From an optimization exercise on the open Yosys and OpenROAD flow, aimed at small area, a short achievable clock period and few clock cycles per item; shortcuts taken in it are not production practice. The RTL was checked by simulation tests, not by an equivalence proof against the original design.

==> flow/design.v, too long to show whole: its modules and the start of the top module <==
// module sram_sequencer: 140 lines
// module chroma_upsampler: 72 lines
// module fir9_a: 184 lines
// module colour_matrix: 85 lines
// module pixel_dp_a: 706 lines
// module yuv_to_rgb_top: 64 lines
module yuv_to_rgb_top (
	input  logic                Clock_50,
	input  logic                Resetn,
	input  logic                start,
	input  csc_pkg::sram_word_t sram_read_data,
	output csc_pkg::sram_req_t  sram_req,
	output logic                done
);
  // ...
==> flow/flow/run.sh <==
#!/bin/bash
# The standard layout, with the port buffers that global placement inserts
# made of buf_4 cells instead of the default choice.
set -euo pipefail
bash standard.sh synth > synth.log 2>&1
BUFFER_PORTS_ARGS="-buffer_cell sky130_fd_sc_hd__buf_4" bash standard.sh finish > layout.log 2>&1
==> flow/standard.sh <==
#!/bin/bash
# synth_recipe.tcl (not shown) runs the flow's synth.tcl, then flattens the netlist and writes it again
# the make line also repeats each setting of config.mk as NAME=value (left out here)
make -C /OpenROAD-flow-scripts/flow DESIGN_CONFIG=/design/flow/config.mk WORK_HOME=/design/flow/orfs CLKGATE_MAP_FILE= SYNTH_SCRIPT=/design/flow/synth_recipe.tcl "${@:-finish}"
==> flow/config.mk <==
export PLATFORM = sky130hd
export DESIGN_NAME = yuv_to_rgb_top
export DESIGN_NICKNAME = yuv_to_rgb_top
export VERILOG_FILES = /design/flow/design.v
export SDC_FILE = /design/flow/constraint.sdc
export NUM_CORES = 4
export LEC_CHECK = 0
export ABC_AREA = 1
export CAP_MARGIN = 20
export CORE_MARGIN = 2
export CORE_UTILIZATION = 40
export SLEW_MARGIN = 20
==> flow/constraint.sdc <==
create_clock -name core_clock -period 15.0 [get_ports {Clock_50}]
set_input_delay 3.0000 -clock core_clock [delete_from_list [all_inputs] [get_ports {Clock_50}]]
set_output_delay 3.0000 -clock core_clock [all_outputs]
set_load 0.01 [all_outputs]
==> summary.txt, run 1 <==
Biggest area contributors in the synthesized netlist - fa_1, edfxtp_1, dfxtp_1, ha_1, inv_1
Total cell area at the placement stage - 0.0226 mm²
Worst path cell trace - buf_4
R2r endpoint - u_matrix.g_h1q[2]
Aggregate routed wire length - 49,000 µm
Main combinational cell family by area after synthesis - adder cells
Clock buffers created by TritonCTS - 38
Wire length per cell after detailed routing - 17.3 µm
Number of global-route vias before repair - 14,700
Slowest Stage Delay on Critical Path - 510 ps
Final sequential cell count - 342
Accumulated negative setup slack - 0 ps
Slew @ Worst Pin - 1030 ps
Endpoints failing hold - 0
Met3 wire length - 2430 µm
Well tap count - 688
Launch point of the worst hold path - u_upsampler.w[37]
Smallest setup slack after layout - 10,810 ps
Critical Path Sink Type - output pin
Height of the die - 236 µm
Number of buffers inserted for hold repair after clock tree synthesis - 0
Clk cell area share - 0.0546
Kind of critical path - reg2out
Vias after detailed routing - 13,800
Standard cell with the maximum stage delay on the critical path - dfstp_2
Cell count after synthesis - 2,042
Status - no timing/DRC/antenna violations
Critical path data arrival time - 1190 ps
Leading register cell type out of synthesis - dfxtp_1
Testbench counts, summed over its fixed seeds: cycles 39,408, rows 48.
==> module chroma_upsampler, before the edit <==
module chroma_upsampler (
	input  logic                Clock_50,
	input  csc_pkg::sram_word_t sram_read_data,
	input  logic                push,
	input  logic [1:0]          push_src,
	input  logic                uh_cap,
	input  logic                vh_cap,
	input  logic                y_cap,
	input  logic                uo_cap,
	input  logic                dp_even,
	output csc_pkg::sample_t    y,
	output csc_pkg::sample_t    u,
	output csc_pkg::sample_t    v
);
logic [11:0][7:0] w;
logic [15:0] uh;
logic [7:0] vh;
logic [15:0] yh;
logic [7:0] uoh;
logic [7:0] pin;
logic [8:0] sum_o;
logic [8:0] sum_m;
logic [8:0] sum_i;
logic [9:0] s0;
logic [9:0] s1;
logic c8;
logic [9:0] s0_q;
logic [9:0] s1_q;
logic c8_q;
logic [9:0] acc;
logic [7:0] fir;
always_comb begin
	case (push_src)
		2'd0: pin = sram_read_data[15:8];
		2'd1: pin = uh[15:8];
		2'd2: pin = uh[7:0];
		default: pin = vh;
	endcase
end
fir9_a u_fir (
	.p  (sum_o),
	.q  (sum_m),
	.r  (sum_i),
	.s0 (s0),
	.s1 (s1),
	.c8 (c8)
);
assign acc = s0_q + s1_q + {9'd0, c8_q};
assign fir = acc[9] ? 8'd0 : (acc[8] ? 8'd255 : acc[7:0]);
always_ff @(posedge Clock_50) begin
	if (push) w <= {w[10:0], pin};
	if (uh_cap) uh <= sram_read_data;
	if (vh_cap) vh <= sram_read_data[7:0];
	if (y_cap) yh <= sram_read_data;
	sum_o <= {1'b0, w[11]} + {1'b0, w[1]};
	sum_m <= {1'b0, w[9]} + {1'b0, w[3]};
	sum_i <= {1'b0, w[7]} + {1'b0, w[5]};
	s0_q <= s0;
	s1_q <= s1;
	c8_q <= c8;
	if (uo_cap) uoh <= fir;
	if (dp_even) begin
		y <= yh[15:8];
		u <= w[9];
		v <= w[8];
	end else begin
		y <= yh[7:0];
		u <= uoh;
		v <= fir;
	end
end
endmodule
==> run 2: changes to the inputs <==
==> flow/design.v (replaced) <==
package csc_pkg;
	typedef logic [17:0] sram_addr_t;
	typedef logic [15:0] sram_word_t;
	typedef logic [7:0] sample_t;
	typedef logic [7:0] channel_t;
	typedef struct packed {
		sram_addr_t address;
		sram_word_t write_data;
		logic       we_n;
	} sram_req_t;
	localparam sram_addr_t y_base = 18'd0;
	localparam sram_addr_t u_base = 18'd38400;
	localparam sram_addr_t v_base = 18'd57600;
	localparam sram_addr_t rgb_base = 18'd146944;
	localparam int row_pairs = 160;
endpackage
`timescale 1ns/1ps
module sram_sequencer (
	input  logic                Clock_50,
	input  logic                Resetn,
	input  logic                start,
	input  csc_pkg::channel_t   x,
	input  csc_pkg::channel_t   g,
	output logic [34:0]         req,
	output logic                done,
	output logic                push,
	output logic [1:0]          push_src,
	output logic                uh_cap,
	output logic                vh_cap,
	output logic                y_cap,
	output logic                uo_cap,
	output logic [4:0]          phase,
	output logic                sr,
	output logic                sb
);
logic pro;
logic run;
logic [7:0] k;
logic [4:0] ph;
logic [7:0] hold_b;
logic [7:0] hold_g;
logic [17:0] addr_q;
logic [15:0] wd_q;
logic we_n_q;
logic [17:0] nxt_addr;
logic nxt_we_n;
logic [7:0] kp1;
logic [6:0] cw;
logic [8:0] k3;
logic k_ge7;
logic tail;
logic virt;
logic k_nz;
logic k_end;
logic idle;
assign req = {addr_q, wd_q, we_n_q};
assign idle = !pro && !run;
assign tail = (k >= 8'd155) && (k <= 8'd160);
assign virt = (k == 8'd255);
assign k_nz = (k != 8'd0);
assign k_end = (k == 8'd160);
assign k_ge7 = (k >= 8'd7);
always_comb begin
	push = 1'b0;
	push_src = 2'd0;
	uh_cap = 1'b0;
	vh_cap = 1'b0;
	if (pro) begin
		push = (k >= 8'd3);
		if (k == 8'd9) push_src = 2'd2;
		else if (k == 8'd10) push_src = 2'd3;
		else begin
			uh_cap = k[0];
			vh_cap = !k[0];
		end
	end else if (run) begin
		if (ph[0]) begin
			push = 1'b1;
			push_src = (!k[0] && !tail) ? 2'd1 : 2'd2;
		end
		if (ph[1]) begin
			push = 1'b1;
			push_src = (!k[0] && !tail) ? 2'd0 : 2'd3;
			uh_cap = k[0] && !tail;
			vh_cap = !k[0] && !tail;
		end
	end
end
assign y_cap = ph[0];
assign uo_cap = ph[4];
assign phase = ph;
assign kp1 = k + 8'd1;
assign cw = k[7:1] + 7'd3;
assign k3 = {k, 1'b0} + {1'b0, k};
always_comb begin
	nxt_addr = {10'd0, kp1};
	nxt_we_n = 1'b1;
	if (idle) begin
		nxt_addr = csc_pkg::u_base;
	end else if (pro) begin
		if (k == 8'd11) nxt_addr = csc_pkg::u_base | 18'd2;
		else nxt_addr = (k[0] ? csc_pkg::v_base : csc_pkg::u_base) | {17'd0, k_ge7};
	end else begin
		if (ph[3]) begin
			nxt_addr = (k[0] ? csc_pkg::v_base : csc_pkg::u_base) | {11'd0, cw};
		end else if (ph[4]) begin
			nxt_addr = csc_pkg::rgb_base | {9'd0, k3};
			nxt_we_n = virt;
		end else if (ph[0] || ph[1]) begin
			nxt_addr = csc_pkg::rgb_base | {9'd0, addr_q[8:0] + 9'd1};
			nxt_we_n = !k_nz || virt;
		end
	end
end
always_ff @(posedge Clock_50 or negedge Resetn) begin
	if (!Resetn) begin
		pro <= 1'b0;
		run <= 1'b0;
		done <= 1'b0;
		we_n_q <= 1'b1;
	end else begin
		we_n_q <= nxt_we_n;
		if (idle) begin
			if (start) begin
				pro <= 1'b1;
				done <= 1'b0;
			end
		end else if (pro) begin
			if (k == 8'd12) begin
				pro <= 1'b0;
				run <= 1'b1;
			end
		end else if (ph[2] && k_end) begin
			run <= 1'b0;
			done <= 1'b1;
		end
	end
end
always_ff @(posedge Clock_50) begin
	addr_q <= nxt_addr;
	if (idle) begin
		k <= 8'd1;
	end else if (pro) begin
		if (k == 8'd12) begin
			k <= 8'd255;
			ph <= 5'b00001;
		end else begin
			k <= kp1;
		end
	end else begin
		ph <= {ph[3:0], ph[4]};
		if (ph[4]) k <= kp1;
	end
	sr <= ph[2] || ph[3];
	sb <= ph[1] || ph[4];
	if (ph[3]) hold_b <= x;
	hold_g <= g;
	if (ph[4]) wd_q <= {x, g};
	else if (ph[0]) wd_q <= {hold_b, x};
	else wd_q <= {hold_g, x};
end
endmodule
`timescale 1ns/1ps
module chroma_upsampler (
	input  logic                Clock_50,
	input  csc_pkg::sram_word_t sram_read_data,
	input  logic                push,
	input  logic [1:0]          push_src,
	input  logic                uh_cap,
	input  logic                vh_cap,
	input  logic                y_cap,
	input  logic                uo_cap,
	input  logic [4:0]          phase,
	output csc_pkg::sample_t    y,
	output csc_pkg::sample_t    u,
	output csc_pkg::sample_t    v,
	output csc_pkg::sample_t    c
);
logic [11:0][7:0] w;
logic [15:0] uh;
logic [7:0] vh;
logic [15:0] yh;
logic [7:0] uoh;
logic [7:0] pin;
logic [8:0] sum_o;
logic [8:0] sum_m;
logic [8:0] sum_i;
logic [9:0] s0;
logic [9:0] s1;
logic c8;
logic [9:0] s0_q;
logic [9:0] s1_q;
logic c8_q;
logic [9:0] acc;
logic [7:0] fir;
always_comb begin
	case (push_src)
		2'd0: pin = sram_read_data[15:8];
		2'd1: pin = uh[15:8];
		2'd2: pin = uh[7:0];
		default: pin = vh;
	endcase
end
fir9_a u_fir (
	.p  (sum_o),
	.q  (sum_m),
	.r  (sum_i),
	.s0 (s0),
	.s1 (s1),
	.c8 (c8)
);
assign acc = s0_q + s1_q + {9'd0, c8_q};
assign fir = acc[9] ? 8'd0 : (acc[8] ? 8'd255 : acc[7:0]);
always_ff @(posedge Clock_50) begin
	if (push) w <= {w[10:0], pin};
	if (uh_cap) uh <= sram_read_data;
	if (vh_cap) vh <= sram_read_data[7:0];
	if (y_cap) yh <= sram_read_data;
	sum_o <= {1'b0, w[11]} + {1'b0, w[1]};
	sum_m <= {1'b0, w[9]} + {1'b0, w[3]};
	sum_i <= {1'b0, w[7]} + {1'b0, w[5]};
	s0_q <= s0;
	s1_q <= s1;
	c8_q <= c8;
	if (uo_cap) uoh <= fir;
	if (phase[2]) begin
		u <= w[9];
		v <= w[8];
	end else begin
		u <= uoh;
		v <= fir;
	end
	if (phase[1] || phase[2]) begin
		y <= yh[15:8];
		c <= w[8];
	end else begin
		y <= yh[7:0];
		c <= phase[3] ? fir : uoh;
	end
end
endmodule
module fir9_a (
	input  logic [8:0] p,
	input  logic [8:0] q,
	input  logic [8:0] r,
	output logic [9:0] s0,
	output logic [9:0] s1,
	output logic [0:0] c8
);
	wire fh0 = 1'b1 ^ p[7];
	wire fk1 = 1'b1 & p[7];
	wire fh2 = p[8] ^ p[6];
	wire fk3 = p[8] & p[6];
	wire fh4 = p[5] ^ p[3];
	wire fk5 = p[5] & p[3];
	wire fs6 = 1'b1 ^ p[6] ^ p[4];
	wire fc7 = (1'b1 & p[6]) | (1'b1 & p[4]) | (p[6] & p[4]);
	wire fs8 = p[2] ^ q[2] ^ r[1];
	wire fc9 = (p[2] & q[2]) | (p[2] & r[1]) | (q[2] & r[1]);
	wire fs10 = p[5] ^ p[3] ^ q[3];
	wire fc11 = (p[5] & p[3]) | (p[5] & q[3]) | (p[3] & q[3]);
	wire fs12 = r[2] ^ r[0] ^ ~q[5];
	wire fc13 = (r[2] & r[0]) | (r[2] & ~q[5]) | (r[0] & ~q[5]);
	wire fh14 = ~q[1] ^ ~r[7];
	wire fk15 = ~q[1] & ~r[7];
	wire fs16 = p[4] ^ q[4] ^ r[3];
	wire fc17 = (p[4] & q[4]) | (p[4] & r[3]) | (q[4] & r[3]);
	wire fs18 = r[1] ^ ~q[6] ^ ~q[2];
	wire fc19 = (r[1] & ~q[6]) | (r[1] & ~q[2]) | (~q[6] & ~q[2]);
	wire fs20 = ~r[8] ^ fk1 ^ fh2;
	wire fc21 = (~r[8] & fk1) | (~r[8] & fh2) | (fk1 & fh2);
	wire fs22 = 1'b1 ^ p[7] ^ p[5];
	wire fc23 = (1'b1 & p[7]) | (1'b1 & p[5]) | (p[7] & p[5]);
	wire fs24 = q[5] ^ r[4] ^ r[2];
	wire fc25 = (q[5] & r[4]) | (q[5] & r[2]) | (r[4] & r[2]);
	wire fs26 = ~q[7] ^ ~q[3] ^ fk3;
	wire fc27 = (~q[7] & ~q[3]) | (~q[7] & fk3) | (~q[3] & fk3);
	wire fs28 = 1'b1 ^ p[8] ^ p[6];
	wire fc29 = (1'b1 & p[8]) | (1'b1 & p[6]) | (p[8] & p[6]);
	wire fs30 = q[6] ^ r[5] ^ r[3];
	wire fc31 = (q[6] & r[5]) | (q[6] & r[3]) | (r[5] & r[3]);
	wire fh32 = ~q[8] ^ ~q[4];
	wire fk33 = ~q[8] & ~q[4];
	wire fs34 = p[7] ^ q[7] ^ r[6];
	wire fc35 = (p[7] & q[7]) | (p[7] & r[6]) | (q[7] & r[6]);
	wire fh36 = 1'b1 ^ p[8];
	wire fk37 = 1'b1 & p[8];
	wire fh38 = 1'b1 ^ p[2];
	wire fk39 = 1'b1 & p[2];
	wire fh40 = p[3] ^ p[1];
	wire fk41 = p[3] & p[1];
	wire fs42 = p[4] ^ p[2] ^ p[0];
	wire fc43 = (p[4] & p[2]) | (p[4] & p[0]) | (p[2] & p[0]);
	wire fh44 = q[0] ^ ~q[2];
	wire fk45 = q[0] & ~q[2];
	wire fs46 = p[1] ^ q[1] ^ r[0];
	wire fc47 = (p[1] & q[1]) | (p[1] & r[0]) | (q[1] & r[0]);
	wire fs48 = ~q[3] ^ ~r[5] ^ fh4;
	wire fc49 = (~q[3] & ~r[5]) | (~q[3] & fh4) | (~r[5] & fh4);
	wire fs50 = ~q[4] ^ ~q[0] ^ ~r[6];
	wire fc51 = (~q[4] & ~q[0]) | (~q[4] & ~r[6]) | (~q[0] & ~r[6]);
	wire fs52 = fk5 ^ fs6 ^ fs8;
	wire fc53 = (fk5 & fs6) | (fk5 & fs8) | (fs6 & fs8);
	wire fs54 = fc7 ^ fc9 ^ fs10;
	wire fc55 = (fc7 & fc9) | (fc7 & fs10) | (fc9 & fs10);
	wire fs56 = fh0 ^ fs12 ^ fh14;
	wire fc57 = (fh0 & fs12) | (fh0 & fh14) | (fs12 & fh14);
	wire fs58 = fc11 ^ fc13 ^ fk15;
	wire fc59 = (fc11 & fc13) | (fc11 & fk15) | (fc13 & fk15);
	wire fs60 = fs16 ^ fs18 ^ fs20;
	wire fc61 = (fs16 & fs18) | (fs16 & fs20) | (fs18 & fs20);
	wire fs62 = fc17 ^ fc19 ^ fs22;
	wire fc63 = (fc17 & fc19) | (fc17 & fs22) | (fc19 & fs22);
	wire fs64 = fs24 ^ fc21 ^ fs26;
	wire fc65 = (fs24 & fc21) | (fs24 & fs26) | (fc21 & fs26);
	wire fs66 = fc23 ^ fc25 ^ fs28;
	wire fc67 = (fc23 & fc25) | (fc23 & fs28) | (fc25 & fs28);
	wire fs68 = fs30 ^ fh32 ^ fc27;
	wire fc69 = (fs30 & fh32) | (fs30 & fc27) | (fh32 & fc27);
	wire fs70 = r[4] ^ ~q[5] ^ fc29;
	wire fc71 = (r[4] & ~q[5]) | (r[4] & fc29) | (~q[5] & fc29);
	wire fs72 = fc31 ^ fk33 ^ fs34;
	wire fc73 = (fc31 & fk33) | (fc31 & fs34) | (fk33 & fs34);
	wire fs74 = q[8] ^ r[7] ^ r[5];
	wire fc75 = (q[8] & r[7]) | (q[8] & r[5]) | (r[7] & r[5]);
	wire fs76 = ~q[6] ^ fc35 ^ fh36;
	wire fc77 = (~q[6] & fc35) | (~q[6] & fh36) | (fc35 & fh36);
	wire fs78 = 1'b1 ^ r[8] ^ r[6];
	wire fc79 = (1'b1 & r[8]) | (1'b1 & r[6]) | (r[8] & r[6]);
	wire fh80 = ~q[7] ^ fk37;
	wire fk81 = ~q[7] & fk37;
	wire fh82 = 1'b1 ^ r[7];
	wire fk83 = 1'b1 & r[7];
	wire fh84 = p[0] ^ ~q[0];
	wire fk85 = p[0] & ~q[0];
	wire fs86 = ~q[1] ^ ~r[3] ^ fk39;
	wire fc87 = (~q[1] & ~r[3]) | (~q[1] & fk39) | (~r[3] & fk39);
	wire fs88 = ~r[4] ^ fk41 ^ fs42;
	wire fc89 = (~r[4] & fk41) | (~r[4] & fs42) | (fk41 & fs42);
	wire fs90 = fc43 ^ fk45 ^ fs46;
	wire fc91 = (fc43 & fk45) | (fc43 & fs46) | (fk45 & fs46);
	wire fs92 = fc47 ^ fs50 ^ fc49;
	wire fc93 = (fc47 & fs50) | (fc47 & fc49) | (fs50 & fc49);
	wire fs94 = fc51 ^ fc53 ^ fs54;
	wire fc95 = (fc51 & fc53) | (fc51 & fs54) | (fc53 & fs54);
	wire fs96 = fc55 ^ fc57 ^ fs58;
	wire fc97 = (fc55 & fc57) | (fc55 & fs58) | (fc57 & fs58);
	wire fs98 = fc59 ^ fs62 ^ fc61;
	wire fc99 = (fc59 & fs62) | (fc59 & fc61) | (fs62 & fc61);
	wire fs100 = fc63 ^ fs66 ^ fc65;
	wire fc101 = (fc63 & fs66) | (fc63 & fc65) | (fs66 & fc65);
	wire fs102 = fc67 ^ fs70 ^ fs72;
	wire fc103 = (fc67 & fs70) | (fc67 & fs72) | (fs70 & fs72);
	wire fs104 = fs74 ^ fc71 ^ fc73;
	wire fc105 = (fs74 & fc71) | (fs74 & fc73) | (fc71 & fc73);
	wire fs106 = fc75 ^ fs78 ^ fc77;
	wire fc107 = (fc75 & fs78) | (fc75 & fc77) | (fs78 & fc77);
	wire fs108 = ~q[8] ^ fc79 ^ fh82;
	wire fc109 = (~q[8] & fc79) | (~q[8] & fh82) | (fc79 & fh82);
	wire fh110 = 1'b1 ^ p[0];
	wire fk111 = 1'b1 & p[0];
	wire fh112 = p[1] ^ ~r[1];
	wire fk113 = p[1] & ~r[1];
	wire fs114 = ~r[2] ^ fh38 ^ fh84;
	wire fc115 = (~r[2] & fh38) | (~r[2] & fh84) | (fh38 & fh84);
	wire fs116 = fk85 ^ fh40 ^ fs86;
	wire fc117 = (fk85 & fh40) | (fk85 & fs86) | (fh40 & fs86);
	wire fs118 = fh44 ^ fc87 ^ fs88;
	wire fc119 = (fh44 & fc87) | (fh44 & fs88) | (fc87 & fs88);
	wire fs120 = fc89 ^ fs90 ^ fs48;
	wire fc121 = (fc89 & fs90) | (fc89 & fs48) | (fs90 & fs48);
	wire fs122 = fc91 ^ fs52 ^ fs92;
	wire fc123 = (fc91 & fs52) | (fc91 & fs92) | (fs52 & fs92);
	wire fs124 = fs56 ^ fc93 ^ fs94;
	wire fc125 = (fs56 & fc93) | (fs56 & fs94) | (fc93 & fs94);
	wire fs126 = fc95 ^ fs96 ^ fs60;
	wire fc127 = (fc95 & fs96) | (fc95 & fs60) | (fs96 & fs60);
	wire fs128 = fc97 ^ fs64 ^ fs98;
	wire fc129 = (fc97 & fs64) | (fc97 & fs98) | (fs64 & fs98);
	wire fs130 = fs68 ^ fs100 ^ fc99;
	wire fc131 = (fs68 & fs100) | (fs68 & fc99) | (fs100 & fc99);
	wire fs132 = fc69 ^ fs102 ^ fc101;
	wire fc133 = (fc69 & fs102) | (fc69 & fc101) | (fs102 & fc101);
	wire fs134 = fs76 ^ fc103 ^ fs104;
	wire fc135 = (fs76 & fc103) | (fs76 & fs104) | (fc103 & fs104);
	wire fs136 = fh80 ^ fc105 ^ fs106;
	wire fc137 = (fh80 & fc105) | (fh80 & fs106) | (fc105 & fs106);
	wire fs138 = fk81 ^ fs108 ^ fc107;
	wire fc139 = (fk81 & fs108) | (fk81 & fc107) | (fs108 & fc107);
	wire fs140 = r[8] ^ fk83 ^ fc109;
	wire fc141 = (r[8] & fk83) | (r[8] & fc109) | (fk83 & fc109);
	wire flg142 = fh110 & ~r[0];
	wire flg143 = fk111 & fh112;
	wire flg144 = fk113 & fs114;
	wire flg145 = fc115 & fs116;
	wire flg146 = fc117 & fs118;
	wire flg147 = fc119 & fs120;
	wire flg148 = fc121 & fs122;
	wire flg149 = fc123 & fs124;
	wire flp150 = fh110 ^ ~r[0];
	wire flp151 = fk111 ^ fh112;
	wire flp152 = fk113 ^ fs114;
	wire flp153 = fc115 ^ fs116;
	wire flp154 = fc117 ^ fs118;
	wire flp155 = fc119 ^ fs120;
	wire flp156 = fc121 ^ fs122;
	wire flp157 = fc123 ^ fs124;
	wire flG158 = flg143 | (flp151 & flg142);
	wire flP159 = flp151 & flp150;
	wire flG160 = flg145 | (flp153 & flg144);
	wire flP161 = flp153 & flp152;
	wire flG162 = flg147 | (flp155 & flg146);
	wire flP163 = flp155 & flp154;
	wire flG164 = flg149 | (flp157 & flg148);
	wire flP165 = flp157 & flp156;
	wire flG166 = flG160 | (flP161 & flG158);
	wire flP167 = flP161 & flP159;
	wire flG168 = flG164 | (flP165 & flG162);
	wire flP169 = flP165 & flP163;
	wire flG170 = flG168 | (flP169 & flG166);
	wire flP171 = flP169 & flP167;
	assign s0 = {1'b1, fc141, fc139, fc137, fc135, fc133, fc131, fc129, fc127, fc125};
	assign s1 = {1'b0, 1'b1, fs140, fs138, fs136, fs134, fs132, fs130, fs128, fs126};
	assign c8 = flG170;
endmodule
`timescale 1ns/1ps
module colour_matrix (
	input  logic              Clock_50,
	input  csc_pkg::sample_t  y,
	input  csc_pkg::sample_t  u,
	input  csc_pkg::sample_t  v,
	input  csc_pkg::sample_t  c,
	input  logic              sr,
	input  logic              sb,
	output csc_pkg::channel_t x,
	output csc_pkg::channel_t g
);
logic [10:0] x_h0;
logic [10:0] x_h1;
logic [10:0] g_h0;
logic [10:0] g_h1;
logic x_c8;
logic x_g;
logic x_p;
logic g_c8;
logic g_g;
logic g_p;
logic [10:0] x_h0q;
logic [10:0] x_h1q;
logic [10:0] g_h0q;
logic [10:0] g_h1q;
logic x_c8q;
logic x_gq;
logic x_pq;
logic g_c8q;
logic g_gq;
logic g_pq;
pixel_x_a u_rb (
	.y    (y),
	.c    (c),
	.sr   (sr),
	.sb   (sb),
	.x_h0 (x_h0),
	.x_h1 (x_h1),
	.x_c8 (x_c8),
	.x_g  (x_g),
	.x_p  (x_p)
);
pixel_g_a u_g (
	.y    (y),
	.u    (u),
	.v    (v),
	.g_h0 (g_h0),
	.g_h1 (g_h1),
	.g_c8 (g_c8),
	.g_g  (g_g),
	.g_p  (g_p)
);
always_ff @(posedge Clock_50) begin
	x_h0q <= x_h0;
	x_h1q <= x_h1;
	x_c8q <= x_c8;
	x_gq <= x_g;
	x_pq <= x_p;
	g_h0q <= g_h0;
	g_h1q <= g_h1;
	g_c8q <= g_c8;
	g_gq <= g_g;
	g_pq <= g_p;
end
function automatic csc_pkg::channel_t clip(input logic [10:0] s);
	if (s[10]) clip = 8'd0;
	else if (s[9] || s[8]) clip = 8'd255;
	else clip = s[7:0];
endfunction
assign x = clip(x_h0q + x_h1q + {10'd0, x_gq | (x_pq & x_c8q)});
assign g = clip(g_h0q + g_h1q + {10'd0, g_gq | (g_pq & g_c8q)});
endmodule
module pixel_x_a (
	input  logic [7:0] y,
	input  logic [7:0] c,
	input  logic [0:0] sr,
	input  logic [0:0] sb,
	output logic [10:0] x_h0,
	output logic [10:0] x_h1,
	output logic [0:0] x_c8,
	output logic [0:0] x_g,
	output logic [0:0] x_p
);
	wire xm0 = ~(c[0] ^ sr);
	wire xm1 = ~(c[1] ^ sr);
	wire xm2 = ~(c[2] ^ sr);
	wire xm3 = ~(c[3] ^ sr);
	wire xm4 = ~(c[4] ^ sr);
	wire xm5 = ~(c[5] ^ sr);
	wire xm6 = ~(c[6] ^ sr);
	wire xm7 = ~(c[7] ^ sr);
	wire xm8 = (sr & c[0]);
	wire xm9 = (sr & c[1]) | (sb & c[0]);
	wire xm10 = (sr & c[2]) | (sb & c[1]);
	wire xm11 = (sr & c[3]) | (sb & c[2]);
	wire xm12 = (sr & c[4]) | (sb & c[3]);
	wire xm13 = (sr & c[5]) | (sb & c[4]);
	wire xm14 = (sr & c[6]) | (sb & c[5]);
	wire xm15 = (sr & c[7]) | (sb & c[6]);
	wire xm16 = (sb & c[7]);
	wire xm17 = (sb & c[0]);
	wire xm18 = ~(sb | c[0]) | (sb & c[1]);
	wire xm19 = ~(sb | c[1]) | (sb & c[2]);
	wire xm20 = ~(sb | c[2]) | (sb & c[3]);
	wire xm21 = ~(sb | c[3]) | (sb & c[4]);
	wire xm22 = ~(sb | c[4]) | (sb & c[5]);
	wire xm23 = ~(sb | c[5]) | (sb & c[6]);
	wire xm24 = ~(sb | c[6]) | (sb & c[7]);
	wire xm25 = ~(sb | c[7]);
	wire xm26 = (sr & c[0]);
	wire xm27 = (sr & c[1]);
	wire xm28 = (sr & c[2]);
	wire xm29 = (sr & c[3]);
	wire xm30 = (sr & c[4]);
	wire xm31 = (sr & c[5]);
	wire xm32 = (sr & c[6]);
	wire xm33 = (sr & c[7]);
	wire xm34 = ~(sb | c[0]);
	wire xm35 = ~(sb | c[1]);
	wire xm36 = ~(sb | c[2]);
	wire xm37 = ~(sb | c[3]);
	wire xm38 = ~(sb | c[4]);
	wire xm39 = ~(sb | c[5]);
	wire xm40 = ~(sb | c[6]);
	wire xm41 = ~(sb | c[7]);
	wire xh42 = y[6] ^ y[4];
	wire xk43 = y[6] & y[4];
	wire xs44 = 1'b1 ^ y[7] ^ y[5];
	wire xc45 = (1'b1 & y[7]) | (1'b1 & y[5]) | (y[7] & y[5]);
	wire xh46 = y[3] ^ y[0];
	wire xk47 = y[3] & y[0];
	wire xs48 = y[6] ^ y[4] ^ y[1];
	wire xc49 = (y[6] & y[4]) | (y[6] & y[1]) | (y[4] & y[1]);
	wire xs50 = c[0] ^ sb ^ xm24;
	wire xc51 = (c[0] & sb) | (c[0] & xm24) | (sb & xm24);
	wire xs52 = y[7] ^ y[5] ^ y[2];
	wire xc53 = (y[7] & y[5]) | (y[7] & y[2]) | (y[5] & y[2]);
	wire xh54 = c[1] ^ xm25;
	wire xk55 = c[1] & xm25;
	wire xs56 = 1'b1 ^ y[6] ^ y[3];
	wire xc57 = (1'b1 & y[6]) | (1'b1 & y[3]) | (y[6] & y[3]);
	wire xh58 = y[7] ^ y[4];
	wire xk59 = y[7] & y[4];
	wire xh60 = 1'b1 ^ xm4;
	wire xk61 = 1'b1 & xm4;
	wire xs62 = 1'b1 ^ xm5 ^ c[0];
	wire xc63 = (1'b1 & xm5) | (1'b1 & c[0]) | (xm5 & c[0]);
	wire xh64 = ~y[5] ^ ~c[7];
	wire xk65 = ~y[5] & ~c[7];
	wire xs66 = 1'b1 ^ xm6 ^ c[1];
	wire xc67 = (1'b1 & xm6) | (1'b1 & c[1]) | (xm6 & c[1]);
	wire xh68 = ~y[6] ^ xm12;
	wire xk69 = ~y[6] & xm12;
	wire xs70 = y[0] ^ xm7 ^ c[2];
	wire xc71 = (y[0] & xm7) | (y[0] & c[2]) | (xm7 & c[2]);
	wire xh72 = ~y[7] ^ xm13;
	wire xk73 = ~y[7] & xm13;
	wire xs74 = y[1] ^ c[3] ^ xm14;
	wire xc75 = (y[1] & c[3]) | (y[1] & xm14) | (c[3] & xm14);
	wire xs76 = 1'b1 ^ y[2] ^ y[0];
	wire xc77 = (1'b1 & y[2]) | (1'b1 & y[0]) | (y[2] & y[0]);
	wire xh78 = c[4] ^ xm15;
	wire xk79 = c[4] & xm15;
	wire xs80 = y[3] ^ y[1] ^ c[5];
	wire xc81 = (y[3] & y[1]) | (y[3] & c[5]) | (y[1] & c[5]);
	wire xs82 = sr ^ xm16 ^ xm19;
	wire xc83 = (sr & xm16) | (sr & xm19) | (xm16 & xm19);
	wire xs84 = y[4] ^ y[2] ^ y[0];
	wire xc85 = (y[4] & y[2]) | (y[4] & y[0]) | (y[2] & y[0]);
	wire xs86 = c[6] ^ xm20 ^ xm26;
	wire xc87 = (c[6] & xm20) | (c[6] & xm26) | (xm20 & xm26);
	wire xs88 = y[5] ^ y[3] ^ y[1];
	wire xc89 = (y[5] & y[3]) | (y[5] & y[1]) | (y[3] & y[1]);
	wire xs90 = c[7] ^ xm21 ^ xm27;
	wire xc91 = (c[7] & xm21) | (c[7] & xm27) | (xm21 & xm27);
	wire xs92 = y[2] ^ sr ^ xm22;
	wire xc93 = (y[2] & sr) | (y[2] & xm22) | (sr & xm22);
	wire xs94 = xm28 ^ xm34 ^ xh42;
	wire xc95 = (xm28 & xm34) | (xm28 & xh42) | (xm34 & xh42);
	wire xs96 = xm23 ^ xm29 ^ xm35;
	wire xc97 = (xm23 & xm29) | (xm23 & xm35) | (xm29 & xm35);
	wire xs98 = xk43 ^ xs44 ^ xh46;
	wire xc99 = (xk43 & xs44) | (xk43 & xh46) | (xs44 & xh46);
	wire xs100 = xm30 ^ xm36 ^ xc45;
	wire xc101 = (xm30 & xm36) | (xm30 & xc45) | (xm36 & xc45);
	wire xs102 = xk47 ^ xs48 ^ xs50;
	wire xc103 = (xk47 & xs48) | (xk47 & xs50) | (xs48 & xs50);
	wire xs104 = xm31 ^ xm37 ^ xc49;
	wire xc105 = (xm31 & xm37) | (xm31 & xc49) | (xm37 & xc49);
	wire xs106 = xs52 ^ xc51 ^ xh54;
	wire xc107 = (xs52 & xc51) | (xs52 & xh54) | (xc51 & xh54);
	wire xs108 = c[2] ^ xm32 ^ xm38;
	wire xc109 = (c[2] & xm32) | (c[2] & xm38) | (xm32 & xm38);
	wire xs110 = xc53 ^ xs56 ^ xk55;
	wire xc111 = (xc53 & xs56) | (xc53 & xk55) | (xs56 & xk55);
	wire xs112 = c[3] ^ sr ^ xm33;
	wire xc113 = (c[3] & sr) | (c[3] & xm33) | (sr & xm33);
	wire xs114 = xm39 ^ xc57 ^ xh58;
	wire xc115 = (xm39 & xc57) | (xm39 & xh58) | (xc57 & xh58);
	wire xs116 = y[5] ^ c[4] ^ sb;
	wire xc117 = (y[5] & c[4]) | (y[5] & sb) | (c[4] & sb);
	wire xh118 = xm40 ^ xk59;
	wire xk119 = xm40 & xk59;
	wire xs120 = y[6] ^ c[5] ^ sb;
	wire xc121 = (y[6] & c[5]) | (y[6] & sb) | (c[5] & sb);
	wire xh122 = xm0 ^ sr;
	wire xk123 = xm0 & sr;
	wire xs124 = xm1 ^ sb ^ ~y[1];
	wire xc125 = (xm1 & sb) | (xm1 & ~y[1]) | (sb & ~y[1]);
	wire xs126 = xm2 ^ ~y[2] ^ ~c[4];
	wire xc127 = (xm2 & ~y[2]) | (xm2 & ~c[4]) | (~y[2] & ~c[4]);
	wire xs128 = xm3 ^ ~y[3] ^ ~c[5];
	wire xc129 = (xm3 & ~y[3]) | (xm3 & ~c[5]) | (~y[3] & ~c[5]);
	wire xs130 = ~y[4] ^ ~c[6] ^ xm10;
	wire xc131 = (~y[4] & ~c[6]) | (~y[4] & xm10) | (~c[6] & xm10);
	wire xs132 = xm11 ^ xk61 ^ xs62;
	wire xc133 = (xm11 & xk61) | (xm11 & xs62) | (xk61 & xs62);
	wire xs134 = xc63 ^ xk65 ^ xs66;
	wire xc135 = (xc63 & xk65) | (xc63 & xs66) | (xk65 & xs66);
	wire xs136 = xc67 ^ xs70 ^ xk69;
	wire xc137 = (xc67 & xs70) | (xc67 & xk69) | (xs70 & xk69);
	wire xs138 = xm17 ^ xc71 ^ xk73;
	wire xc139 = (xm17 & xc71) | (xm17 & xk73) | (xc71 & xk73);
	wire xs140 = xm18 ^ xs76 ^ xc75;
	wire xc141 = (xm18 & xs76) | (xm18 & xc75) | (xs76 & xc75);
	wire xs142 = xc77 ^ xs80 ^ xk79;
	wire xc143 = (xc77 & xs80) | (xc77 & xk79) | (xs80 & xk79);
	wire xs144 = xc81 ^ xs84 ^ xc83;
	wire xc145 = (xc81 & xs84) | (xc81 & xc83) | (xs84 & xc83);
	wire xs146 = xc85 ^ xs88 ^ xc87;
	wire xc147 = (xc85 & xs88) | (xc85 & xc87) | (xs88 & xc87);
	wire xs148 = xc89 ^ xc91 ^ xs92;
	wire xc149 = (xc89 & xc91) | (xc89 & xs92) | (xc91 & xs92);
	wire xs150 = xc93 ^ xs96 ^ xc95;
	wire xc151 = (xc93 & xs96) | (xc93 & xc95) | (xs96 & xc95);
	wire xs152 = xc97 ^ xc99 ^ xs100;
	wire xc153 = (xc97 & xc99) | (xc97 & xs100) | (xc99 & xs100);
	wire xs154 = xc101 ^ xs104 ^ xc103;
	wire xc155 = (xc101 & xs104) | (xc101 & xc103) | (xs104 & xc103);
	wire xs156 = xs108 ^ xc105 ^ xc107;
	wire xc157 = (xs108 & xc105) | (xs108 & xc107) | (xc105 & xc107);
	wire xs158 = xc109 ^ xs112 ^ xs114;
	wire xc159 = (xc109 & xs112) | (xc109 & xs114) | (xs112 & xs114);
	wire xs160 = xs116 ^ xc113 ^ xc115;
	wire xc161 = (xs116 & xc113) | (xs116 & xc115) | (xc113 & xc115);
	wire xs162 = xm41 ^ xc117 ^ xs120;
	wire xc163 = (xm41 & xc117) | (xm41 & xs120) | (xc117 & xs120);
	wire xs164 = 1'b1 ^ y[7] ^ c[6];
	wire xc165 = (1'b1 & y[7]) | (1'b1 & c[6]) | (y[7] & c[6]);
	wire xh166 = ~y[0] ^ ~c[2];
	wire xk167 = ~y[0] & ~c[2];
	wire xs168 = ~c[3] ^ xk123 ^ xs124;
	wire xc169 = (~c[3] & xk123) | (~c[3] & xs124) | (xk123 & xs124);
	wire xs170 = xm8 ^ xc125 ^ xs126;
	wire xc171 = (xm8 & xc125) | (xm8 & xs126) | (xc125 & xs126);
	wire xs172 = xm9 ^ xc127 ^ xs128;
	wire xc173 = (xm9 & xc127) | (xm9 & xs128) | (xc127 & xs128);
	wire xs174 = xc129 ^ xh60 ^ xs130;
	wire xc175 = (xc129 & xh60) | (xc129 & xs130) | (xh60 & xs130);
	wire xs176 = xh64 ^ xc131 ^ xs132;
	wire xc177 = (xh64 & xc131) | (xh64 & xs132) | (xc131 & xs132);
	wire xs178 = xh68 ^ xc133 ^ xs134;
	wire xc179 = (xh68 & xc133) | (xh68 & xs134) | (xc133 & xs134);
	wire xs180 = xh72 ^ xc135 ^ xs136;
	wire xc181 = (xh72 & xc135) | (xh72 & xs136) | (xc135 & xs136);
	wire xs182 = xs74 ^ xc137 ^ xs138;
	wire xc183 = (xs74 & xc137) | (xs74 & xs138) | (xc137 & xs138);
	wire xs184 = xh78 ^ xc139 ^ xs140;
	wire xc185 = (xh78 & xc139) | (xh78 & xs140) | (xc139 & xs140);
	wire xs186 = xs82 ^ xc141 ^ xs142;
	wire xc187 = (xs82 & xc141) | (xs82 & xs142) | (xc141 & xs142);
	wire xs188 = xs86 ^ xc143 ^ xs144;
	wire xc189 = (xs86 & xc143) | (xs86 & xs144) | (xc143 & xs144);
	wire xs190 = xs90 ^ xc145 ^ xs146;
	wire xc191 = (xs90 & xc145) | (xs90 & xs146) | (xc145 & xs146);
	wire xs192 = xs94 ^ xc147 ^ xs148;
	wire xc193 = (xs94 & xc147) | (xs94 & xs148) | (xc147 & xs148);
	wire xs194 = xs98 ^ xc149 ^ xs150;
	wire xc195 = (xs98 & xc149) | (xs98 & xs150) | (xc149 & xs150);
	wire xs196 = xs102 ^ xc151 ^ xs152;
	wire xc197 = (xs102 & xc151) | (xs102 & xs152) | (xc151 & xs152);
	wire xs198 = xs106 ^ xc153 ^ xs154;
	wire xc199 = (xs106 & xc153) | (xs106 & xs154) | (xc153 & xs154);
	wire xs200 = xs110 ^ xc155 ^ xs156;
	wire xc201 = (xs110 & xc155) | (xs110 & xs156) | (xc155 & xs156);
	wire xs202 = xc111 ^ xs158 ^ xc157;
	wire xc203 = (xc111 & xs158) | (xc111 & xc157) | (xs158 & xc157);
	wire xs204 = xh118 ^ xc159 ^ xs160;
	wire xc205 = (xh118 & xc159) | (xh118 & xs160) | (xc159 & xs160);
	wire xs206 = xk119 ^ xs162 ^ xc161;
	wire xc207 = (xk119 & xs162) | (xk119 & xc161) | (xs162 & xc161);
	wire xs208 = xc121 ^ xs164 ^ xc163;
	wire xc209 = (xc121 & xs164) | (xc121 & xc163) | (xs164 & xc163);
	wire xh210 = c[7] ^ xc165;
	wire xk211 = c[7] & xc165;
	wire xlg212 = 1'b1 & ~c[0];
	wire xlg213 = ~c[1] & 1'b0;
	wire xlg214 = xh166 & xh122;
	wire xlg215 = xk167 & xs168;
	wire xlg216 = xc169 & xs170;
	wire xlg217 = xc171 & xs172;
	wire xlg218 = xc173 & xs174;
	wire xlg219 = xc175 & xs176;
	wire xlp220 = 1'b1 ^ ~c[0];
	wire xlp221 = ~c[1] ^ 1'b0;
	wire xlp222 = xh166 ^ xh122;
	wire xlp223 = xk167 ^ xs168;
	wire xlp224 = xc169 ^ xs170;
	wire xlp225 = xc171 ^ xs172;
	wire xlp226 = xc173 ^ xs174;
	wire xlp227 = xc175 ^ xs176;
	wire xlG228 = xlg213 | (xlp221 & xlg212);
	wire xlP229 = xlp221 & xlp220;
	wire xlG230 = xlg215 | (xlp223 & xlg214);
	wire xlP231 = xlp223 & xlp222;
	wire xlG232 = xlg217 | (xlp225 & xlg216);
	wire xlP233 = xlp225 & xlp224;
	wire xlG234 = xlg219 | (xlp227 & xlg218);
	wire xlP235 = xlp227 & xlp226;
	wire xlG236 = xlG230 | (xlP231 & xlG228);
	wire xlP237 = xlP231 & xlP229;
	wire xlG238 = xlG234 | (xlP235 & xlG232);
	wire xlP239 = xlP235 & xlP233;
	wire xlG240 = xlG238 | (xlP239 & xlG236);
	wire xlP241 = xlP239 & xlP237;
	wire xmg242 = xc177 & xs178;
	wire xmg243 = xc179 & xs180;
	wire xmg244 = xc181 & xs182;
	wire xmg245 = xc183 & xs184;
	wire xmg246 = xc185 & xs186;
	wire xmg247 = xc187 & xs188;
	wire xmg248 = xc189 & xs190;
	wire xmg249 = xc191 & xs192;
	wire xmp250 = xc177 ^ xs178;
	wire xmp251 = xc179 ^ xs180;
	wire xmp252 = xc181 ^ xs182;
	wire xmp253 = xc183 ^ xs184;
	wire xmp254 = xc185 ^ xs186;
	wire xmp255 = xc187 ^ xs188;
	wire xmp256 = xc189 ^ xs190;
	wire xmp257 = xc191 ^ xs192;
	wire xmG258 = xmg243 | (xmp251 & xmg242);
	wire xmP259 = xmp251 & xmp250;
	wire xmG260 = xmg245 | (xmp253 & xmg244);
	wire xmP261 = xmp253 & xmp252;
	wire xmG262 = xmg247 | (xmp255 & xmg246);
	wire xmP263 = xmp255 & xmp254;
	wire xmG264 = xmg249 | (xmp257 & xmg248);
	wire xmP265 = xmp257 & xmp256;
	wire xmG266 = xmG260 | (xmP261 & xmG258);
	wire xmP267 = xmP261 & xmP259;
	wire xmG268 = xmG264 | (xmP265 & xmG262);
	wire xmP269 = xmP265 & xmP263;
	wire xmG270 = xmG268 | (xmP269 & xmG266);
	wire xmP271 = xmP269 & xmP267;
	assign x_c8 = xlG240;
	assign x_g = xmG270;
	assign x_p = xmP271;
	assign x_h0 = {1'b1, xk211, xc209, xc207, xc205, xc203, xc201, xc199, xc197, xc195, xc193};
	assign x_h1 = {1'b0, 1'b1, xh210, xs208, xs206, xs204, xs202, xs200, xs198, xs196, xs194};
endmodule
module pixel_g_a (
	input  logic [7:0] y,
	input  logic [7:0] u,
	input  logic [7:0] v,
	output logic [10:0] g_h0,
	output logic [10:0] g_h1,
	output logic [0:0] g_c8,
	output logic [0:0] g_g,
	output logic [0:0] g_p
);
	wire gh0 = y[7] ^ y[5];
	wire gk1 = y[7] & y[5];
	wire gh2 = y[6] ^ y[4];
	wire gk3 = y[6] & y[4];
	wire gh4 = 1'b1 ^ y[7];
	wire gk5 = 1'b1 & y[7];
	wire gs6 = 1'b1 ^ y[5] ^ y[3];
	wire gc7 = (1'b1 & y[5]) | (1'b1 & y[3]) | (y[5] & y[3]);
	wire gs8 = 1'b1 ^ y[6] ^ y[4];
	wire gc9 = (1'b1 & y[6]) | (1'b1 & y[4]) | (y[6] & y[4]);
	wire gs10 = y[2] ^ u[2] ^ v[1];
	wire gc11 = (y[2] & u[2]) | (y[2] & v[1]) | (u[2] & v[1]);
	wire gs12 = y[3] ^ y[0] ^ u[3];
	wire gc13 = (y[3] & y[0]) | (y[3] & u[3]) | (y[0] & u[3]);
	wire gs14 = v[2] ^ ~u[6] ^ ~u[1];
	wire gc15 = (v[2] & ~u[6]) | (v[2] & ~u[1]) | (~u[6] & ~u[1]);
	wire gh16 = ~v[4] ^ ~v[0];
	wire gk17 = ~v[4] & ~v[0];
	wire gs18 = y[1] ^ u[4] ^ v[3];
	wire gc19 = (y[1] & u[4]) | (y[1] & v[3]) | (u[4] & v[3]);
	wire gs20 = ~u[7] ^ ~u[2] ^ ~v[5];
	wire gc21 = (~u[7] & ~u[2]) | (~u[7] & ~v[5]) | (~u[2] & ~v[5]);
	wire gs22 = ~v[1] ^ gk1 ^ gh2;
	wire gc23 = (~v[1] & gk1) | (~v[1] & gh2) | (gk1 & gh2);
	wire gs24 = y[5] ^ y[2] ^ u[5];
	wire gc25 = (y[5] & y[2]) | (y[5] & u[5]) | (y[2] & u[5]);
	wire gs26 = v[4] ^ ~u[3] ^ ~v[6];
	wire gc27 = (v[4] & ~u[3]) | (v[4] & ~v[6]) | (~u[3] & ~v[6]);
	wire gs28 = ~v[2] ^ gk3 ^ gh4;
	wire gc29 = (~v[2] & gk3) | (~v[2] & gh4) | (gk3 & gh4);
	wire gs30 = y[6] ^ y[3] ^ u[6];
	wire gc31 = (y[6] & y[3]) | (y[6] & u[6]) | (y[3] & u[6]);
	wire gs32 = v[5] ^ ~u[4] ^ ~v[7];
	wire gc33 = (v[5] & ~u[4]) | (v[5] & ~v[7]) | (~u[4] & ~v[7]);
	wire gh34 = ~v[3] ^ gk5;
	wire gk35 = ~v[3] & gk5;
	wire gs36 = 1'b1 ^ y[7] ^ y[4];
	wire gc37 = (1'b1 & y[7]) | (1'b1 & y[4]) | (y[7] & y[4]);
	wire gs38 = u[7] ^ v[6] ^ ~u[5];
	wire gc39 = (u[7] & v[6]) | (u[7] & ~u[5]) | (v[6] & ~u[5]);
	wire gh40 = 1'b1 ^ y[5];
	wire gk41 = 1'b1 & y[5];
	wire gh42 = u[2] ^ ~y[3];
	wire gk43 = u[2] & ~y[3];
	wire gs44 = u[3] ^ ~y[4] ^ ~u[1];
	wire gc45 = (u[3] & ~y[4]) | (u[3] & ~u[1]) | (~y[4] & ~u[1]);
	wire gs46 = u[4] ^ ~y[5] ^ ~u[2];
	wire gc47 = (u[4] & ~y[5]) | (u[4] & ~u[2]) | (~y[5] & ~u[2]);
	wire gh48 = u[5] ^ ~y[6];
	wire gk49 = u[5] & ~y[6];
	wire gs50 = y[0] ^ u[6] ^ ~y[7];
	wire gc51 = (y[0] & u[6]) | (y[0] & ~y[7]) | (u[6] & ~y[7]);
	wire gs52 = 1'b1 ^ y[1] ^ u[7];
	wire gc53 = (1'b1 & y[1]) | (1'b1 & u[7]) | (y[1] & u[7]);
	wire gh54 = ~u[5] ^ ~u[0];
	wire gk55 = ~u[5] & ~u[0];
	wire gs56 = 1'b1 ^ y[2] ^ y[0];
	wire gc57 = (1'b1 & y[2]) | (1'b1 & y[0]) | (y[2] & y[0]);
	wire gs58 = ~u[6] ^ ~u[1] ^ ~v[6];
	wire gc59 = (~u[6] & ~u[1]) | (~u[6] & ~v[6]) | (~u[1] & ~v[6]);
	wire gs60 = y[3] ^ y[1] ^ ~u[7];
	wire gc61 = (y[3] & y[1]) | (y[3] & ~u[7]) | (y[1] & ~u[7]);
	wire gs62 = ~u[2] ^ ~v[7] ^ ~v[0];
	wire gc63 = (~u[2] & ~v[7]) | (~u[2] & ~v[0]) | (~v[7] & ~v[0]);
	wire gs64 = y[4] ^ y[2] ^ y[0];
	wire gc65 = (y[4] & y[2]) | (y[4] & y[0]) | (y[2] & y[0]);
	wire gs66 = u[0] ^ ~u[3] ^ ~v[1];
	wire gc67 = (u[0] & ~u[3]) | (u[0] & ~v[1]) | (~u[3] & ~v[1]);
	wire gs68 = y[1] ^ u[1] ^ v[0];
	wire gc69 = (y[1] & u[1]) | (y[1] & v[0]) | (u[1] & v[0]);
	wire gs70 = ~u[4] ^ ~v[2] ^ gs6;
	wire gc71 = (~u[4] & ~v[2]) | (~u[4] & gs6) | (~v[2] & gs6);
	wire gs72 = ~u[5] ^ ~u[0] ^ ~v[3];
	wire gc73 = (~u[5] & ~u[0]) | (~u[5] & ~v[3]) | (~u[0] & ~v[3]);
	wire gs74 = gc7 ^ gs8 ^ gs10;
	wire gc75 = (gc7 & gs8) | (gc7 & gs10) | (gs8 & gs10);
	wire gs76 = gc9 ^ gc11 ^ gs12;
	wire gc77 = (gc9 & gc11) | (gc9 & gs12) | (gc11 & gs12);
	wire gs78 = gh0 ^ gs14 ^ gh16;
	wire gc79 = (gh0 & gs14) | (gh0 & gh16) | (gs14 & gh16);
	wire gs80 = gc13 ^ gc15 ^ gk17;
	wire gc81 = (gc13 & gc15) | (gc13 & gk17) | (gc15 & gk17);
	wire gs82 = gs18 ^ gs20 ^ gs22;
	wire gc83 = (gs18 & gs20) | (gs18 & gs22) | (gs20 & gs22);
	wire gs84 = gc19 ^ gc21 ^ gs24;
	wire gc85 = (gc19 & gc21) | (gc19 & gs24) | (gc21 & gs24);
	wire gs86 = gs26 ^ gc23 ^ gs28;
	wire gc87 = (gs26 & gc23) | (gs26 & gs28) | (gc23 & gs28);
	wire gs88 = gc25 ^ gc27 ^ gs30;
	wire gc89 = (gc25 & gc27) | (gc25 & gs30) | (gc27 & gs30);
	wire gs90 = gs32 ^ gc29 ^ gh34;
	wire gc91 = (gs32 & gc29) | (gs32 & gh34) | (gc29 & gh34);
	wire gs92 = ~v[4] ^ gc31 ^ gc33;
	wire gc93 = (~v[4] & gc31) | (~v[4] & gc33) | (gc31 & gc33);
	wire gs94 = gs36 ^ gs38 ^ gk35;
	wire gc95 = (gs36 & gs38) | (gs36 & gk35) | (gs38 & gk35);
	wire gs96 = v[7] ^ ~u[6] ^ ~v[5];
	wire gc97 = (v[7] & ~u[6]) | (v[7] & ~v[5]) | (~u[6] & ~v[5]);
	wire gs98 = gc37 ^ gc39 ^ gh40;
	wire gc99 = (gc37 & gc39) | (gc37 & gh40) | (gc39 & gh40);
	wire gs100 = 1'b1 ^ y[6] ^ ~u[7];
	wire gc101 = (1'b1 & y[6]) | (1'b1 & ~u[7]) | (y[6] & ~u[7]);
	wire gh102 = ~v[6] ^ gk41;
	wire gk103 = ~v[6] & gk41;
	wire gh104 = 1'b1 ^ y[7];
	wire gk105 = 1'b1 & y[7];
	wire gh106 = ~u[0] ^ ~v[5];
	wire gk107 = ~u[0] & ~v[5];
	wire gs108 = ~v[6] ^ ~v[1] ^ gk43;
	wire gc109 = (~v[6] & ~v[1]) | (~v[6] & gk43) | (~v[1] & gk43);
	wire gs110 = ~v[7] ^ ~v[2] ^ gc45;
	wire gc111 = (~v[7] & ~v[2]) | (~v[7] & gc45) | (~v[2] & gc45);
	wire gs112 = ~u[3] ^ ~v[3] ^ gc47;
	wire gc113 = (~u[3] & ~v[3]) | (~u[3] & gc47) | (~v[3] & gc47);
	wire gs114 = ~u[4] ^ ~v[4] ^ gk49;
	wire gc115 = (~u[4] & ~v[4]) | (~u[4] & gk49) | (~v[4] & gk49);
	wire gs116 = ~v[5] ^ gc51 ^ gs52;
	wire gc117 = (~v[5] & gc51) | (~v[5] & gs52) | (gc51 & gs52);
	wire gs118 = gc53 ^ gk55 ^ gs56;
	wire gc119 = (gc53 & gk55) | (gc53 & gs56) | (gk55 & gs56);
	wire gs120 = gc57 ^ gc59 ^ gs60;
	wire gc121 = (gc57 & gc59) | (gc57 & gs60) | (gc59 & gs60);
	wire gs122 = gc61 ^ gc63 ^ gs64;
	wire gc123 = (gc61 & gc63) | (gc61 & gs64) | (gc63 & gs64);
	wire gs124 = gc65 ^ gc67 ^ gs68;
	wire gc125 = (gc65 & gc67) | (gc65 & gs68) | (gc67 & gs68);
	wire gs126 = gc69 ^ gs72 ^ gc71;
	wire gc127 = (gc69 & gs72) | (gc69 & gc71) | (gs72 & gc71);
	wire gs128 = gc73 ^ gc75 ^ gs76;
	wire gc129 = (gc73 & gc75) | (gc73 & gs76) | (gc75 & gs76);
	wire gs130 = gc77 ^ gc79 ^ gs80;
	wire gc131 = (gc77 & gc79) | (gc77 & gs80) | (gc79 & gs80);
	wire gs132 = gc81 ^ gs84 ^ gc83;
	wire gc133 = (gc81 & gs84) | (gc81 & gc83) | (gs84 & gc83);
	wire gs134 = gc85 ^ gs88 ^ gc87;
	wire gc135 = (gc85 & gs88) | (gc85 & gc87) | (gs88 & gc87);
	wire gs136 = gc89 ^ gs92 ^ gc91;
	wire gc137 = (gc89 & gs92) | (gc89 & gc91) | (gs92 & gc91);
	wire gs138 = gs96 ^ gc93 ^ gs98;
	wire gc139 = (gs96 & gc93) | (gs96 & gs98) | (gc93 & gs98);
	wire gs140 = gc97 ^ gs100 ^ gc99;
	wire gc141 = (gc97 & gs100) | (gc97 & gc99) | (gs100 & gc99);
	wire gs142 = ~v[7] ^ gc101 ^ gh104;
	wire gc143 = (~v[7] & gc101) | (~v[7] & gh104) | (gc101 & gh104);
	wire gh144 = 1'b1 ^ ~y[0];
	wire gk145 = 1'b1 & ~y[0];
	wire gs146 = u[0] ^ ~y[1] ^ ~v[3];
	wire gc147 = (u[0] & ~y[1]) | (u[0] & ~v[3]) | (~y[1] & ~v[3]);
	wire gs148 = u[1] ^ ~y[2] ^ ~v[4];
	wire gc149 = (u[1] & ~y[2]) | (u[1] & ~v[4]) | (~y[2] & ~v[4]);
	wire gs150 = ~v[0] ^ gh106 ^ gh42;
	wire gc151 = (~v[0] & gh106) | (~v[0] & gh42) | (gh106 & gh42);
	wire gs152 = gk107 ^ gs44 ^ gs108;
	wire gc153 = (gk107 & gs44) | (gk107 & gs108) | (gs44 & gs108);
	wire gs154 = gs46 ^ gc109 ^ gs110;
	wire gc155 = (gs46 & gc109) | (gs46 & gs110) | (gc109 & gs110);
	wire gs156 = gh48 ^ gc111 ^ gs112;
	wire gc157 = (gh48 & gc111) | (gh48 & gs112) | (gc111 & gs112);
	wire gs158 = gs50 ^ gc113 ^ gs114;
	wire gc159 = (gs50 & gc113) | (gs50 & gs114) | (gc113 & gs114);
	wire gs160 = gh54 ^ gc115 ^ gs116;
	wire gc161 = (gh54 & gc115) | (gh54 & gs116) | (gc115 & gs116);
	wire gs162 = gs58 ^ gc117 ^ gs118;
	wire gc163 = (gs58 & gc117) | (gs58 & gs118) | (gc117 & gs118);
	wire gs164 = gs62 ^ gc119 ^ gs120;
	wire gc165 = (gs62 & gc119) | (gs62 & gs120) | (gc119 & gs120);
	wire gs166 = gs66 ^ gc121 ^ gs122;
	wire gc167 = (gs66 & gc121) | (gs66 & gs122) | (gc121 & gs122);
	wire gs168 = gc123 ^ gs124 ^ gs70;
	wire gc169 = (gc123 & gs124) | (gc123 & gs70) | (gs124 & gs70);
	wire gs170 = gc125 ^ gs74 ^ gs126;
	wire gc171 = (gc125 & gs74) | (gc125 & gs126) | (gs74 & gs126);
	wire gs172 = gs78 ^ gc127 ^ gs128;
	wire gc173 = (gs78 & gc127) | (gs78 & gs128) | (gc127 & gs128);
	wire gs174 = gc129 ^ gs130 ^ gs82;
	wire gc175 = (gc129 & gs130) | (gc129 & gs82) | (gs130 & gs82);
	wire gs176 = gc131 ^ gs86 ^ gs132;
	wire gc177 = (gc131 & gs86) | (gc131 & gs132) | (gs86 & gs132);
	wire gs178 = gs90 ^ gc133 ^ gs134;
	wire gc179 = (gs90 & gc133) | (gs90 & gs134) | (gc133 & gs134);
	wire gs180 = gs94 ^ gs136 ^ gc135;
	wire gc181 = (gs94 & gs136) | (gs94 & gc135) | (gs136 & gc135);
	wire gs182 = gc95 ^ gs138 ^ gc137;
	wire gc183 = (gc95 & gs138) | (gc95 & gc137) | (gs138 & gc137);
	wire gs184 = gh102 ^ gc139 ^ gs140;
	wire gc185 = (gh102 & gc139) | (gh102 & gs140) | (gc139 & gs140);
	wire gs186 = gk103 ^ gs142 ^ gc141;
	wire gc187 = (gk103 & gs142) | (gk103 & gc141) | (gs142 & gc141);
	wire gh188 = gk105 ^ gc143;
	wire gk189 = gk105 & gc143;
	wire glg190 = 1'b1 & ~v[0];
	wire glg191 = ~v[1] & 1'b0;
	wire glg192 = gh144 & ~v[2];
	wire glg193 = gk145 & gs146;
	wire glg194 = gc147 & gs148;
	wire glg195 = gc149 & gs150;
	wire glg196 = gc151 & gs152;
	wire glg197 = gc153 & gs154;
	wire glp198 = 1'b1 ^ ~v[0];
	wire glp199 = ~v[1] ^ 1'b0;
	wire glp200 = gh144 ^ ~v[2];
	wire glp201 = gk145 ^ gs146;
	wire glp202 = gc147 ^ gs148;
	wire glp203 = gc149 ^ gs150;
	wire glp204 = gc151 ^ gs152;
	wire glp205 = gc153 ^ gs154;
	wire glG206 = glg191 | (glp199 & glg190);
	wire glP207 = glp199 & glp198;
	wire glG208 = glg193 | (glp201 & glg192);
	wire glP209 = glp201 & glp200;
	wire glG210 = glg195 | (glp203 & glg194);
	wire glP211 = glp203 & glp202;
	wire glG212 = glg197 | (glp205 & glg196);
	wire glP213 = glp205 & glp204;
	wire glG214 = glG208 | (glP209 & glG206);
	wire glP215 = glP209 & glP207;
	wire glG216 = glG212 | (glP213 & glG210);
	wire glP217 = glP213 & glP211;
	wire glG218 = glG216 | (glP217 & glG214);
	wire glP219 = glP217 & glP215;
	wire gmg220 = gc155 & gs156;
	wire gmg221 = gc157 & gs158;
	wire gmg222 = gc159 & gs160;
	wire gmg223 = gc161 & gs162;
	wire gmg224 = gc163 & gs164;
	wire gmg225 = gc165 & gs166;
	wire gmg226 = gc167 & gs168;
	wire gmg227 = gc169 & gs170;
	wire gmp228 = gc155 ^ gs156;
	wire gmp229 = gc157 ^ gs158;
	wire gmp230 = gc159 ^ gs160;
	wire gmp231 = gc161 ^ gs162;
	wire gmp232 = gc163 ^ gs164;
	wire gmp233 = gc165 ^ gs166;
	wire gmp234 = gc167 ^ gs168;
	wire gmp235 = gc169 ^ gs170;
	wire gmG236 = gmg221 | (gmp229 & gmg220);
	wire gmP237 = gmp229 & gmp228;
	wire gmG238 = gmg223 | (gmp231 & gmg222);
	wire gmP239 = gmp231 & gmp230;
	wire gmG240 = gmg225 | (gmp233 & gmg224);
	wire gmP241 = gmp233 & gmp232;
	wire gmG242 = gmg227 | (gmp235 & gmg226);
	wire gmP243 = gmp235 & gmp234;
	wire gmG244 = gmG238 | (gmP239 & gmG236);
	wire gmP245 = gmP239 & gmP237;
	wire gmG246 = gmG242 | (gmP243 & gmG240);
	wire gmP247 = gmP243 & gmP241;
	wire gmG248 = gmG246 | (gmP247 & gmG244);
	wire gmP249 = gmP247 & gmP245;
	assign g_c8 = glG218;
	assign g_g = gmG248;
	assign g_p = gmP249;
	assign g_h0 = {1'b1, gk189, gc187, gc185, gc183, gc181, gc179, gc177, gc175, gc173, gc171};
	assign g_h1 = {1'b0, 1'b1, gh188, gs186, gs184, gs182, gs180, gs178, gs176, gs174, gs172};
endmodule
`timescale 1ns/1ps
module yuv_to_rgb_top (
	input  logic                Clock_50,
	input  logic                Resetn,
	input  logic                start,
	input  csc_pkg::sram_word_t sram_read_data,
	output csc_pkg::sram_req_t  sram_req,
	output logic                done
);
logic [34:0] req;
logic push;
logic [1:0] push_src;
logic uh_cap;
logic vh_cap;
logic y_cap;
logic uo_cap;
logic [4:0] phase;
logic sr;
logic sb;
csc_pkg::sample_t y;
csc_pkg::sample_t u;
csc_pkg::sample_t v;
csc_pkg::sample_t c;
csc_pkg::channel_t x;
csc_pkg::channel_t g;
assign sram_req = req;
sram_sequencer u_sequencer (
	.Clock_50 (Clock_50),
	.Resetn   (Resetn),
	.start    (start),
	.x        (x),
	.g        (g),
	.req      (req),
	.done     (done),
	.push     (push),
	.push_src (push_src),
	.uh_cap   (uh_cap),
	.vh_cap   (vh_cap),
	.y_cap    (y_cap),
	.uo_cap   (uo_cap),
	.phase    (phase),
	.sr       (sr),
	.sb       (sb)
);
chroma_upsampler u_upsampler (
	.Clock_50       (Clock_50),
	.sram_read_data (sram_read_data),
	.push           (push),
	.push_src       (push_src),
	.uh_cap         (uh_cap),
	.vh_cap         (vh_cap),
	.y_cap          (y_cap),
	.uo_cap         (uo_cap),
	.phase          (phase),
	.y              (y),
	.u              (u),
	.v              (v),
	.c              (c)
);
colour_matrix u_matrix (
	.Clock_50 (Clock_50),
	.y        (y),
	.u        (u),
	.v        (v),
	.c        (c),
	.sr       (sr),
	.sb       (sb),
	.x        (x),
	.g        (g)
);
endmodule
==> flow/config.mk (replaced) <==
export PLATFORM = sky130hd
export DESIGN_NAME = yuv_to_rgb_top
export DESIGN_NICKNAME = yuv_to_rgb_top
export VERILOG_FILES = /design/flow/design.v
export SDC_FILE = /design/flow/constraint.sdc
export NUM_CORES = 4
export LEC_CHECK = 0
export ABC_AREA = 1
export CAP_MARGIN = 20
export CORE_MARGIN = 2
export CORE_UTILIZATION = 60
export CTS_CLUSTER_DIAMETER = 60
export CTS_CLUSTER_SIZE = 40
export SLEW_MARGIN = 20
==> run 2 against run 1 <==
Effect of this change: critical path type unchanged; cell area shrank 8.7%; synthesized cell count is 6.6% lower; hold slack better by 6.3 ps; worst setup slack worse by 21 ps; still clean; count of clock-buffer cells in the layout fell by 25; non-clock buffer count shrank 1; register-to-register slack worse by 20 ps; clock skew rose by 9.6 ps; flip-flop and latch count down 12; maximum frequency is 0.49% lower.
==> summary.txt, run 2 <==
Status - no timing/DRC/antenna violations
Height of the die - 186 µm (-21%)
Global Route met3 Usage - 0.0401
Sink Count - 330
Pre-CTS worst setup slack - 11,220 ps
Wire length per cell after detailed routing - 17.7 µm (+2.5%)
Post-CTS setup buffer count - 0
Worst path cell trace - buf_4
Number of global-route vias before repair - 13,000 (-11%)
CP max FO - 1
Sequential standard cell area - 0.00820 mm²
Slew @ Worst Pin - 1050 ps (+18.0 ps)
Total number of yosys warnings - 3
Top cell family by delay on the critical path - flip-flops
Residual DRC count - 0
Critical path data arrival time - 1210 ps (+20 ps)
Leading register cell type out of synthesis - dfxtp_1
Clock root buffer master - clkbuf_16
Biggest area contributors in the synthesized netlist - edfxtp_1, fa_1, dfxtp_1, ha_1, inv_1
CTS H-Tree Depth - 1
Number of buffers and inverters on the critical path - 1
Clock insertion delay at the later pin of the skew report - 590 ps
Worst-path clk slew - 80 ps
Die width - 186 µm
Post-Synthesis Cell Area - 0.0199 mm²
Compound-cell area share of the yosys netlist - 0.0557
Aggregate routed wire length - 43,100 µm (-12%)
Max reg flops - 96
Area inside the core boundary - 0.0326 mm²
Number of buffers inserted for hold repair after clock tree synthesis - 0 (unchanged)
Synthesized net count - 2,287
Overall overflow remaining after global route - 0
Maximum buffer depth of the clock tree - 3
Signed area change from the synthesized netlist to the final layout - 9.71%
Finished Core Util - 0.668
Most frequent standard cell in the layout excluding fill and tap cells - inv_1
Smallest setup slack after layout - 10,790 ps (-20.7 ps)
Final cycle utilization of the critical path - 0.280
Count of input and output buffers - 53
Commonest cells after routing, fill and taps aside - inv_1, nand2_1, fa_1
Standard cell with the maximum stage delay on the critical path - dfstp_2
GRT Util Overall - 0.263
Critical Path Sink Type - output pin
Post-synth top area cell - edfxtp_1
CTS tree - done
Cell count after synthesis - 1,907 (-6.6%)
Routability-driven placement congestion ratio - 0.945
Post-synthesis share of cell area spent on xor and xnor gates - 0.0198
Count of pins over their slew limit - 0
Main combinational cell family by area after synthesis - adder cells
Fillers - 2,618
Number of unique standard cell types used by synthesis - 50
Vias after detailed routing - 12,700 (-8.0%)
Slowest Stage Delay on Critical Path - 530 ps (+20 ps)
Accumulated negative setup slack - 0 ps (unchanged)
Number of search-and-repair iterations in the first detailed-routing pass - 5
Clock buffers created by TritonCTS - 28 (-26%)
Endpoints failing hold - 0 (unchanged)
Via density per instance - 5.22
Sequential element share of the synthesized area - 0.413
Post-CTS resize count - 0
Kind of critical path - reg2out
Hold slack - 422 ps
Endpoint required time on the critical path - 12,000 ps
==> run 2: area by class of cell <==
type | count | share of cell area
Inverter | 443 | 0.0763
Sequential cell | 330 | 0.376
Clock buffer | 29 | 0.0333
Multi-Input combinational cell | 1104 | 0.450
Timing Repair Buffer | 58 | 0.0200
Tap cell | 442 | 0.0254
Clock inverter | 23 | 0.0191
Antenna cell | 2 | 0.000230
==> run 2: path summary, 6_finish.rpt <==
check                                      to  cells past startpoint  slack (ps)                from
max in group asynchronous  u_sequencer.we_n_q                      1       12600              Resetn
min                         u_upsampler.w[31]                      0         420   u_upsampler.w[23]
max                               sram_req[0]                      1       10790  u_sequencer.we_n_q
min reg2reg                 u_upsampler.w[31]                      0         420   u_upsampler.w[23]
min in group asynchronous     u_sequencer.run                      1        2210              Resetn
max reg2reg                     u_matrix.x_gq                     13       11210      u_sequencer.sb
==> run 2: metal layers <==
metal | vias up | routed length, µm
li1 | 6139 | -
met1 | 6207 | 20700
met2 | 294 | 18900
met3 | 45 | 2610
met4 | 0 | 804
met5 | - | 0
==> run 2: metrics by stage <==
step	std cells	area (µm²)
3_3_place_gp	2377	20700
5_1_grt	2429	21800
2_1_floorplan	1907	19900
6_report	2431	21800
3_5_place_dp	2377	20700
4_1_cts	2429	21800
==> run 2: cell families after synthesis <==
group,Yosys count
and+or+nand+nor,498
buffers and inverters,473
adders and majority gates,361
DFF,330
AOI/OAI and AO/OA,198
xor gates and xnor gates,45
other,1
muxes,1
Testbench counts of run 2, summed over its fixed seeds: cycles 39,408, rows 48.

[separate check: timing with driven ports]
No port has a modelled driver above. Below, the same layouts with a new extraction and two added sets of constraints. Step 1: set_driving_cell puts a clkbuf_16 on Clock_50 and a buf_2 on each other input, an assumption about the parent block. Step 2, shift: input delay + t, output delay - t, t = (earliest + latest rising clock arrival at the registers) / 2. This alone moves slack from input paths to output paths. Slacks: no drivers / after step 1 / after step 2; pairs: no drivers / after step 1.
run | t (ns) | setup slack, ns | worst register clock-pin slew, ns
run 1 | 0.613 | 10.814 / 10.762 / 11.231 | 0.06 / 0.06
run 2 | 0.629 | 10.793 / 10.737 / 11.208 | 0.09 / 0.09
After both steps every run listed still meets setup and hold.
